Background: an optimization exercise with open tools, aiming at small area, a short achievable clock period and few clock cycles per item. Do not read the settings as production practice. In this exercise RTL edits were held to simulation tests only and were not proved equivalent to the original.

== build 29 ==
==> flow/design.v (excerpt) <==
module five_phase_stepper_follower #(
	parameter int unsigned CURVE_POINTS = 6
) (
	input  logic                      clk,
	input  logic                      arst_n,
	input  logic                      item_valid,
	output logic                      item_ready,
	input  logic signed [COUNT_W-1:0] item_target_count,
	output logic                      result_valid,
	input  logic                      result_ready,
	output logic signed [COUNT_W-1:0] result_position,
	output logic [PHASE_W-1:0]        result_phase_index,
	output logic [DUTY_W-1:0]         result_duty_a,
	output logic [DUTY_W-1:0]         result_duty_b,
	output logic [DUTY_W-1:0]         result_duty_c,
	output logic [DUTY_W-1:0]         result_duty_d,
	output logic [DUTY_W-1:0]         result_duty_e,
	input  logic                      cfg_valid,
	output logic                      cfg_ready,
	input  logic [CFG_IDX_W-1:0]      cfg_index,
	input  logic [POINT_W-1:0]        cfg_data
);
Settings: LEC_CHECK=0, CAP_MARGIN=20, CORE_MARGIN=2, CORE_UTILIZATION=55, SETUP_SLACK_MARGIN=4, SLEW_MARGIN=20; clock period 11.0 ns.
run.sh (not shown) runs the stock make flow with config.mk's settings and CLKGATE_MAP_FILE= SYNTH_SCRIPT=/design/flow/synth_recipe.tcl, a recipe that flattens the netlist after the stock synthesis.
Testbench counts of build 29, summed over its fixed seeds: cycles 10,560, items 9,600.
Inputs modified between build 29 and trial 26:
Settings: changing SETUP_SLACK_MARGIN from 4 to 5.
[summary]
- Looking at slowest cell on the critical path, the sky130_fd_sc_hd__fa_1 result is from build 29; the sky130_fd_sc_hd__clkdlybuf4s50_1 one comes from trial 26.
- On global-route usage, build 29 tracks trial 26 almost exactly.
- Trial 26 -> build 29: number of violations reported at the end of detailed-routing iteration 0 flat
- Per the comparison of trial 26 with build 29, worst path required time decreased 2.77 ns; total I/O pin count neither gained nor lost much.

---

five_phase_stepper_follower, a different RTL version from the one above (not shown whole).
Size: ~12000 cells after synthesis, about 1700 flip-flops, ~200 I/O pins, roughly 120000 um2 of cells after synthesis.
Settings: LEC_CHECK=0, CAP_MARGIN=20, CORE_MARGIN=2, CORE_UTILIZATION=62, SLEW_MARGIN=20; clock period 11.0 ns.
standard.sh (not shown) runs the stock make flow with config.mk's settings and CLKGATE_MAP_FILE= SYNTH_SCRIPT=/design/flow/synth_recipe.tcl, a recipe that flattens the netlist after the stock synthesis.
==> flow/flow/run.sh <==
#!/bin/bash
set -euo pipefail
bash standard.sh SETUP_SLACK_MARGIN=6.0 finish > standard.log 2>&1
The first run ran to the end with no violations.
Testbench counts at the start, summed over its fixed seeds: cycles 10,560, items 9,600.
Then changed:
==> flow/flow/run.sh (replaced) <==
#!/bin/bash
set -euo pipefail
bash standard.sh SETUP_SLACK_MARGIN=6.5 finish > standard.log 2>&1
=> The changed run passed the timing, design-rule and antenna checks. Die area stays the same. Register-to-register slack loses 0.05 ns. Wire length rose by a little under a tenth. Worst setup slack got worse by 0.049 ns. Fmax shrinks slightly. Non-clock buffer count goes up by 289. Final cell count came out higher slightly. Count of clock-buffer cells in the layout climbs by 7.
Then changed:
==> flow/run.sh (new file) <==
#!/bin/bash
# synth_recipe.tcl (not shown) runs the flow's synth.tcl, then flattens the netlist and writes it again
# the make line also repeats each setting of config.mk as NAME=value (left out here)
make -C /OpenROAD-flow-scripts/flow DESIGN_CONFIG=/design/flow/config.mk WORK_HOME=/design/flow/orfs CLKGATE_MAP_FILE= SYNTH_SCRIPT=/design/flow/synth_recipe.tcl finish
Settings changed: SETUP_SLACK_MARGIN set to 5.
removed: flow/flow/run.sh
removed: flow/standard.sh
Outcome:
- core utilization is lower by 5.5 points
- setup slack got worse by 0.47 ns
- hold slack got worse by 0.0052 ns
- clock skew is higher by 0.023 ns
- fmax is lower by a little under a tenth
Then changed:
==> flow/flow/run.sh (new file) <==
#!/bin/bash
set -euo pipefail
bash standard.sh SETUP_SLACK_MARGIN=5.5 finish > standard.log 2>&1
==> flow/standard.sh (new file) <==
#!/bin/bash
# synth_recipe.tcl (not shown) runs the flow's synth.tcl, then flattens the netlist and writes it again
# the make line also repeats each setting of config.mk as NAME=value (left out here)
make -C /OpenROAD-flow-scripts/flow DESIGN_CONFIG=/design/flow/config.mk WORK_HOME=/design/flow/orfs CLKGATE_MAP_FILE= SYNTH_SCRIPT=/design/flow/synth_recipe.tcl "${@:-finish}"
Settings changed: SETUP_SLACK_MARGIN 5 to not set.
removed: flow/run.sh
After rerunning: The changed run finished clean; global-route usage goes up by 0.12 points; sequential cell count is unchanged; via count is higher slightly; design area rose slightly; first-iteration DRC count climbs by a few percent; worst setup slack gains 0.29 ns; die area is unchanged.

port drivers added, routing unchanged:
The flow's constraints put no driver on any port. The routed layouts listed below were extracted and timed again, unchanged, in two steps. Step 1 assumes that a clkbuf_16 drives the clock port and a buf_2 every other input. Step 2 adds t to the input delays and takes it off the output delays; t is the mean of the earliest and latest rising clock arrival at the registers after step 1. Input paths then give back, and output paths get back, about the clock's delay inside the block. Slacks: ideal / step 1 / step 2; pairs: ideal / step 1.
| run | t (ns) | slack for setup (ns) | hold WS [ns] | worst setup path after step 2 |
|---|---|---|---|---|
| build 29 | 0.930 | 4.437 / 4.437 / 4.437 | 0.396 / 0.396 / 0.396 | register to register |
| trial 26 | 0.934 | 5.100 / 5.076 / 5.076 | 0.396 / 0.396 / 0.396 | input to output |
| the first run of note 2 | 0.931 | 5.602 / 5.602 / 5.343 | 0.377 / 0.377 / 0.377 | input to register |
| the second run of note 2 | 0.946 | 5.553 / 5.553 / 5.553 | 0.362 / 0.362 / 0.362 | register to register |
| the third run of note 2 | 0.953 | 5.086 / 5.063 / 4.460 | 0.357 / 0.357 / 0.357 | input to register |
| the fourth run of note 2 | 0.945 | 5.380 / 5.380 / 4.820 | 0.364 / 0.364 / 0.364 | input to register |
After both steps every run listed still meets setup and hold. For the third run of note 2, which loses most, drivers alone change the setup slack by -0.023 ns; drivers and shift together by -0.626 ns.
